Context: an optimization exercise on an open-source flow, tuned for small area and a short achievable clock period. The choices shown serve that exercise and are no tape-out recipe.
The RTL was checked by simulation tests, not by an equivalence proof against the original design.

==> v10 <==
// id_stage
module id_stage
(
   input  logic              clk,
   input  logic              reset,
   input  logic [DATA_W-1:0] add_pc_4_in,
   input  logic [DATA_W-1:0] instruction_in,
   input  logic              wb_reg_write,
   input  logic [REG_AW-1:0] wb_rd,
   input  logic [DATA_W-1:0] wb_data,
   input  logic              ex_mem_read,
   input  logic [REG_AW-1:0] ex_rd,
   output logic [DATA_W-1:0] add_out,
   output logic              mux_pcsrc_out,
   output logic              pc_write_en,
   output logic              id_valid,
   output logic [OP_W-1:0]   id_opcode,
   output logic [REG_AW-1:0] id_rs1,
   output logic [REG_AW-1:0] id_rs2,
   output logic [REG_AW-1:0] id_rd,
   output logic [DATA_W-1:0] id_pc_4,
   output logic [DATA_W-1:0] id_rs1_data,
   output logic [DATA_W-1:0] id_rs2_data,
   output logic [DATA_W-1:0] id_imm
);
   logic [(NUM_REGS-1)*DATA_W-1:0] regs_q;    
   logic [NUM_REGS-1:1]            nz_q;      
   logic [DATA_W-1:0] pc4_q, instr_q;
   logic              valid_q;
   logic [DATA_W-1:0] rs1_data_q, rs2_data_q, target_q;
   logic              haz1_q, haz2_q;    
   logic              br_q;              
   logic              jfmt_q;            
   logic [REG_AW-1:0] rd_q;              
   logic [OP_W-1:0]   opcode;
   logic [REG_AW-1:0] rs1, rs2;
   logic              stall, taken;
   logic [OP_W-1:0]   in_opcode;
   logic [REG_AW-1:0] in_rs1, in_rs2, in_rd;
   logic [1:0]        in_cls;
   logic              in_jfmt, in_haz1, in_haz2;
  ...
Settings: LEC_CHECK=0, CAP_MARGIN=20, CORE_MARGIN=2, CORE_UTILIZATION=45, CTS_BUF_LIST=sky130_fd_sc_hd__clkbuf_8, CTS_CLUSTER_DIAMETER=50, CTS_CLUSTER_SIZE=14, SETUP_SLACK_MARGIN=2.6, SLEW_MARGIN=20, SYNTH_HIERARCHICAL=1; clock period 5.8 ns.
standard.sh (not shown) runs the stock make flow with config.mk's settings and CLKGATE_MAP_FILE= SYNTH_SCRIPT=/design/flow/synth_recipe.tcl, a recipe that flattens the netlist after the stock synthesis.
==> flow/flow/run.sh <==
#!/bin/bash
# The standard layout (the standard.sh: unchanged synthesis and steps),
# with two changes passed to ORFS as make variables:
#  - the port buffers that global placement inserts start as the smallest
#    plain buffer instead of the tool's default pick (clkdlybuf4s50_1);
#    timing repair still resizes the critical ones;
#  - clock tree synthesis without dummy loads (the clock tree's buffer list
#    and clustering are the same as in config.mk).
set -euo pipefail
bash standard.sh \
  BUFFER_PORTS_ARGS="-buffer_cell sky130_fd_sc_hd__buf_1" \
  CTS_ARGS="-sink_clustering_enable -repair_clock_nets -buf_list sky130_fd_sc_hd__clkbuf_8 -sink_clustering_size 14 -sink_clustering_max_diameter 50 -dont_use_dummy_load" \
  finish > standard_finish.log 2>&1
==> v14: changes against v10 <==
--- a/flow/design.v
+++ b/flow/design.v
@@ -48,22 +48,22 @@
    input  logic a, b,
    output logic y
 );
    assign y = !(a && b);
 endmodule
-module rf_and11
+module rf_nand11
 (
    input  logic [10:0] a,
    output logic        y
 );
-   assign y = &a;
+   assign y = !(&a);
 endmodule
 module rf_read_bit
 (
    input  logic [NUM_REGS-1:1] sel,     
    input  logic [NUM_REGS-1:1] d,       
-   output logic                y_n      
+   output logic                y
 );
    logic [10:0] part;
    for (genvar g = 0; g < 10; g++) begin : g_aoi
       rf_aoi222 u_aoi (
          .a1 (sel[3*g+1]), .a2 (d[3*g+1]),
@@ -71,11 +71,11 @@
          .c1 (sel[3*g+3]), .c2 (d[3*g+3]),
          .y  (part[g])
       );
    end
    rf_nand2 u_nand_last (.a(sel[31]), .b(d[31]), .y(part[10]));
-   rf_and11 u_or (.a(part), .y(y_n));
+   rf_nand11 u_or (.a(part), .y(y));
 endmodule
 module rf_hold
 (
    input  logic              we,      
    input  logic              we_n,    
@@ -95,22 +95,10 @@
    input  logic [DATA_W-1:0] c,
    output logic [DATA_W-1:0] y
 );
    assign y = ({DATA_W{sa}} & a) | ({DATA_W{sb}} & b) | ({DATA_W{sc}} & c);
 endmodule
-module pick3n
-(
-   input  logic              sa,
-   input  logic [DATA_W-1:0] a_n,
-   input  logic              sb,
-   input  logic [DATA_W-1:0] b,
-   input  logic              sc,
-   input  logic [DATA_W-1:0] c,
-   output logic [DATA_W-1:0] y
-);
-   assign y = ({DATA_W{sa}} & ~a_n) | ({DATA_W{sb}} & b) | ({DATA_W{sc}} & c);
-endmodule
 module pick2
 (
    input  logic              sa,
    input  logic [DATA_W-1:0] a,
    input  logic              sb,
@@ -119,24 +107,23 @@
 );
    assign y = ({DATA_W{sa}} & a) | ({DATA_W{sb}} & b);
 endmodule
 module rf_read_port
 (
-   input  logic [NUM_REGS-1:1]            sel_lo,    
-   input  logic [NUM_REGS-1:1]            sel_hi,    
-   input  logic [(NUM_REGS-1)*DATA_W-1:0] regs,      
-   output logic [DATA_W-1:0]              rdata_n    
+   input  logic [NUM_REGS-1:1]            sel,
+   input  logic [(NUM_REGS-1)*DATA_W-1:0] regs,   
+   output logic [DATA_W-1:0]              rdata
 );
    for (genvar b = 0; b < DATA_W; b++) begin : g_bit
       logic [NUM_REGS-1:1] d;
       for (genvar r = 1; r < NUM_REGS; r++) begin : g_r
          assign d[r] = regs[(r-1)*DATA_W + b];
       end
       rf_read_bit u_bit (
-         .sel (b < DATA_W/2 ? sel_lo : sel_hi),
+         .sel (sel),
          .d   (d),
-         .y_n (rdata_n[b])
+         .y   (rdata[b])
       );
    end
 endmodule
 import dlx_pkg::*;
 module id_hazard
@@ -169,14 +156,32 @@
 (
    input  logic [DATA_W-1:0] pc4,
    input  logic [DATA_W-1:0] instr,
    output logic [DATA_W-1:0] target
 );
-   logic [DATA_W-1:0] t16, t26;
-   assign t16    = pc4 + dlx_pkg::sext16(instr[15:0]);
-   assign t26    = pc4 + dlx_pkg::sext26(instr[25:0]);
-   assign target = (dlx_pkg::classify(instr[31:26]) == CLS_J) ? t26 : t16;
+   logic [DATA_W-1:0] imm, g, p, c;
+   assign imm = (dlx_pkg::classify(instr[31:26]) == CLS_J)
+                ? dlx_pkg::sext26(instr[25:0])
+                : dlx_pkg::sext16(instr[15:0]);
+   always_comb begin
+      g = pc4 & imm;
+      p = pc4 ^ imm;
+      for (int d = 1; d < DATA_W; d = d * 2) begin
+         for (int i = 2*d - 1; i < DATA_W; i = i + 2*d) begin
+            g[i] = g[i] | (p[i] & g[i-d]);
+            p[i] = p[i] & p[i-d];
+         end
+      end
+      for (int d = DATA_W / 4; d >= 1; d = d / 2) begin
+         for (int i = 3*d - 1; i < DATA_W; i = i + 2*d) begin
+            g[i] = g[i] | (p[i] & g[i-d]);
+            p[i] = p[i] & p[i-d];
+         end
+      end
+      c = {g[DATA_W-2:0], 1'b0};
+   end
+   assign target = pc4 ^ imm ^ c;
 endmodule
 module rf_wdec
 (
    input  logic              we,
    input  logic [REG_AW-1:0] waddr,
@@ -192,38 +197,16 @@
 (
    input  logic [REG_AW-1:0]   raddr,
    input  logic [NUM_REGS-1:1] live,    
    output logic [NUM_REGS-1:1] sel
 );
-   logic [3:0] lo;    
-   logic [7:0] hi;    
-   rf_dec2 u_lo (.a(raddr[1:0]), .y(lo));
-   rf_dec3 u_hi (.a(raddr[4:2]), .y(hi));
    always_comb begin
       for (int i = 1; i < NUM_REGS; i++) begin
-         sel[i] = live[i] && lo[i % 4] && hi[i / 4];
+         sel[i] = live[i] && (raddr == i[REG_AW-1:0]);
       end
    end
 endmodule
-module rf_dec2
-(
-   input  logic [1:0] a,
-   output logic [3:0] y
-);
-   always_comb begin
-      for (int k = 0; k < 4; k++) y[k] = (a == k[1:0]);
-   end
-endmodule
-module rf_dec3
-(
-   input  logic [2:0] a,
-   output logic [7:0] y
-);
-   always_comb begin
-      for (int k = 0; k < 8; k++) y[k] = (a == k[2:0]);
-   end
-endmodule
 module id_stage
 (
    input  logic              clk,
    input  logic              reset,
    input  logic [DATA_W-1:0] add_pc_4_in,
@@ -261,14 +244,14 @@
    logic [OP_W-1:0]   in_opcode;
    logic [REG_AW-1:0] in_rs1, in_rs2, in_rd;
    logic [1:0]        in_cls;
    logic              in_jfmt, in_haz1, in_haz2;
    logic [DATA_W-1:0] in_target;
-   logic [NUM_REGS-1:1] wen, live, sel1, sel2, sel1_hi, sel2_hi;
+   logic [NUM_REGS-1:1] wen, live, sel1, sel2;
    logic                wb_en, wb_nz;
    logic                fwd_in1, fwd_in2, fwd_q1, fwd_q2;
-   logic [DATA_W-1:0]   rd1_n, rd2_n;
+   logic [DATA_W-1:0]   rd1, rd2;
    logic                in_nz1;
    function automatic logic cond(input logic [OP_W-1:0] op, input logic nz);
       case (op)
          OP_BEQZ:      cond = !nz;
          OP_BNEZ:      cond = nz;
@@ -344,14 +327,12 @@
       .we    (wb_reg_write),
       .waddr (wb_rd),
       .wen   (wen)
    );
    assign live = nz_q;
-   rf_rdec u_rdec1    (.raddr(in_rs1), .live(live), .sel(sel1));
-   rf_rdec u_rdec1_hi (.raddr(in_rs1), .live(live), .sel(sel1_hi));
-   rf_rdec u_rdec2    (.raddr(in_rs2), .live(live), .sel(sel2));
-   rf_rdec u_rdec2_hi (.raddr(in_rs2), .live(live), .sel(sel2_hi));
+   rf_rdec u_rdec1 (.raddr(in_rs1), .live(live), .sel(sel1));
+   rf_rdec u_rdec2 (.raddr(in_rs2), .live(live), .sel(sel2));
    logic [(NUM_REGS-1)*DATA_W-1:0] regs_d;
    for (genvar r = 1; r < NUM_REGS; r++) begin : g_hold
       rf_hold u_hold (
          .we    (wen[r]),
          .we_n  (!wen[r]),
@@ -370,12 +351,12 @@
          for (int i = 1; i < NUM_REGS; i++) begin
             if (wen[i]) nz_q[i] <= wb_nz;
          end
       end
    end
-   rf_read_port u_read1 (.sel_lo(sel1), .sel_hi(sel1_hi), .regs(regs_q), .rdata_n(rd1_n));
-   rf_read_port u_read2 (.sel_lo(sel2), .sel_hi(sel2_hi), .regs(regs_q), .rdata_n(rd2_n));
+   rf_read_port u_read1 (.sel(sel1), .regs(regs_q), .rdata(rd1));
+   rf_read_port u_read2 (.sel(sel2), .regs(regs_q), .rdata(rd2));
    assign in_nz1 = fwd_in1 ? wb_nz : (|sel1);
    logic load, hold, upd1, hold1, upd2, hold2;
    logic [DATA_W-1:0] pc4_d, instr_d, target_d, rs1_data_d, rs2_data_d;
    assign load  = !reset && !stall && !taken;    
    assign hold  = !reset && stall;               
@@ -397,20 +378,20 @@
       .sa (load),                      .a (in_target),
       .sb (!reset && !stall && taken), .b (add_pc_4_in),
       .sc (hold),                      .c (target_q),
       .y  (target_d)
    );
-   pick3n u_rs1_data_d (
-      .sa (load && !fwd_in1),         .a_n (rd1_n),
-      .sb ((load && fwd_in1) || upd1), .b   (wb_data),
-      .sc (hold1),                     .c   (rs1_data_q),
+   pick3 u_rs1_data_d (
+      .sa (load && !fwd_in1),         .a (rd1),
+      .sb ((load && fwd_in1) || upd1), .b (wb_data),
+      .sc (hold1),                     .c (rs1_data_q),
       .y  (rs1_data_d)
    );
-   pick3n u_rs2_data_d (
-      .sa (load && !fwd_in2),         .a_n (rd2_n),
-      .sb ((load && fwd_in2) || upd2), .b   (wb_data),
-      .sc (hold2),                     .c   (rs2_data_q),
+   pick3 u_rs2_data_d (
+      .sa (load && !fwd_in2),         .a (rd2),
+      .sb ((load && fwd_in2) || upd2), .b (wb_data),
+      .sc (hold2),                     .c (rs2_data_q),
       .y  (rs2_data_d)
    );
    always_ff @(posedge clk) begin
       pc4_q      <= pc4_d;
       instr_q    <= instr_d;
==> v19: changes against v10 <==
--- a/flow/design.v
+++ b/flow/design.v
@@ -119,22 +119,21 @@
 );
    assign y = ({DATA_W{sa}} & a) | ({DATA_W{sb}} & b);
 endmodule
 module rf_read_port
 (
-   input  logic [NUM_REGS-1:1]            sel_lo,    
-   input  logic [NUM_REGS-1:1]            sel_hi,    
-   input  logic [(NUM_REGS-1)*DATA_W-1:0] regs,      
+   input  logic [NUM_REGS-1:1]            sel,
+   input  logic [(NUM_REGS-1)*DATA_W-1:0] regs,   
    output logic [DATA_W-1:0]              rdata_n    
 );
    for (genvar b = 0; b < DATA_W; b++) begin : g_bit
       logic [NUM_REGS-1:1] d;
       for (genvar r = 1; r < NUM_REGS; r++) begin : g_r
          assign d[r] = regs[(r-1)*DATA_W + b];
       end
       rf_read_bit u_bit (
-         .sel (b < DATA_W/2 ? sel_lo : sel_hi),
+         .sel (sel),
          .d   (d),
          .y_n (rdata_n[b])
       );
    end
 endmodule
@@ -261,11 +260,11 @@
    logic [OP_W-1:0]   in_opcode;
    logic [REG_AW-1:0] in_rs1, in_rs2, in_rd;
    logic [1:0]        in_cls;
    logic              in_jfmt, in_haz1, in_haz2;
    logic [DATA_W-1:0] in_target;
-   logic [NUM_REGS-1:1] wen, live, sel1, sel2, sel1_hi, sel2_hi;
+   logic [NUM_REGS-1:1] wen, live, sel1, sel2;
    logic                wb_en, wb_nz;
    logic                fwd_in1, fwd_in2, fwd_q1, fwd_q2;
    logic [DATA_W-1:0]   rd1_n, rd2_n;
    logic                in_nz1;
    function automatic logic cond(input logic [OP_W-1:0] op, input logic nz);
@@ -344,14 +343,12 @@
       .we    (wb_reg_write),
       .waddr (wb_rd),
       .wen   (wen)
    );
    assign live = nz_q;
-   rf_rdec u_rdec1    (.raddr(in_rs1), .live(live), .sel(sel1));
-   rf_rdec u_rdec1_hi (.raddr(in_rs1), .live(live), .sel(sel1_hi));
-   rf_rdec u_rdec2    (.raddr(in_rs2), .live(live), .sel(sel2));
-   rf_rdec u_rdec2_hi (.raddr(in_rs2), .live(live), .sel(sel2_hi));
+   rf_rdec u_rdec1 (.raddr(in_rs1), .live(live), .sel(sel1));
+   rf_rdec u_rdec2 (.raddr(in_rs2), .live(live), .sel(sel2));
    logic [(NUM_REGS-1)*DATA_W-1:0] regs_d;
    for (genvar r = 1; r < NUM_REGS; r++) begin : g_hold
       rf_hold u_hold (
          .we    (wen[r]),
          .we_n  (!wen[r]),
@@ -370,12 +367,12 @@
          for (int i = 1; i < NUM_REGS; i++) begin
             if (wen[i]) nz_q[i] <= wb_nz;
          end
       end
    end
-   rf_read_port u_read1 (.sel_lo(sel1), .sel_hi(sel1_hi), .regs(regs_q), .rdata_n(rd1_n));
-   rf_read_port u_read2 (.sel_lo(sel2), .sel_hi(sel2_hi), .regs(regs_q), .rdata_n(rd2_n));
+   rf_read_port u_read1 (.sel(sel1), .regs(regs_q), .rdata_n(rd1_n));
+   rf_read_port u_read2 (.sel(sel2), .regs(regs_q), .rdata_n(rd2_n));
    assign in_nz1 = fwd_in1 ? wb_nz : (|sel1);
    logic load, hold, upd1, hold1, upd2, hold2;
    logic [DATA_W-1:0] pc4_d, instr_d, target_d, rs1_data_d, rs2_data_d;
    assign load  = !reset && !stall && !taken;    
    assign hold  = !reset && stall;               
- PLACE_DENSITY: not set -> 0.75
==> flow_summary.ini <==
[run_status]
status = complete, no violations

[worst_setup_path]
path_delay_family = simple AND/OR/NAND/NOR gates
regToRegSetupSlack_ps = 2850

[power]
power.switching_uw = 5025
p_clk_share_pct = 27.6

[drt]
drtIter0Drc = 10279

[final_layout]
layout_common_cells = 1182 x dfxtp_1, 991 x a22o_1, 672 x a222oi_1
non_clock_inverter_count = 84
[end of results for v10]
==> flow_summary.ini <==
[drt]
drtIter0Drc = 12293

[run_status]
status = complete, no violations

[worst_setup_path]
regToRegSetupSlack_ps = 2840
path_delay_family = simple AND/OR/NAND/NOR gates
crit_chain = buf_2 > nor2_1 > and3_1 > buf_4 > a222oi_1 > nand4_1 > nor3_2 > o21ai_1

[power]
power.switching_uw = 4924
p_clk_share_pct = 25.6
powerClk_uw = 4470
[end of results for v19]
==> flow_summary.ini <==
[run_status]
status = complete, no violations

[power]
power.switching_uw = 5048
p_clk_share_pct = 28.0

[worst_setup_path]
path_delay_family = compound AO/OA/AOI/OAI gates

[drt]
drtIter0Drc = 12266

[final_layout]
layout_common_cells = 1182 x dfxtp_1, 991 x a22o_1, 736 x a222oi_1
[end of results for v14]

## re-timing with driven ports
No port has a modelled driver above. Below, the same layouts with a new extraction and two added sets of constraints. Step 1 (the two cells are an assumption about what drives the block):
set clk [get_ports {clk}]
set_driving_cell -lib_cell sky130_fd_sc_hd__clkbuf_16 $clk
set_driving_cell -lib_cell sky130_fd_sc_hd__buf_2 [delete_from_list [all_inputs] $clk]
Step 2, shift: input delay + t, output delay - t, t = (earliest + latest rising clock arrival at the registers) / 2. This alone moves slack from input paths to output paths. a / b / c = no drivers / after step 1 / after step 2; a / b = the first two.
run	t, ns	slack for setup (ns)	latest minus earliest clock arrival (ns)	slew at the worst register clock pin (ns)
v10	0.900	2.423 / 2.416 / 1.570	0.096 / 0.096	0.10 / 0.10
v14	0.917	2.388 / 2.431 / 1.514	0.078 / 0.078	0.10 / 0.10
v19	0.871	2.436 / 2.489 / 1.618	0.174 / 0.174	0.10 / 0.10
After both steps setup and hold are still met in every run listed. For v14, which loses most, drivers alone change the setup slack by +0.043 ns; drivers and shift together by -0.874 ns.
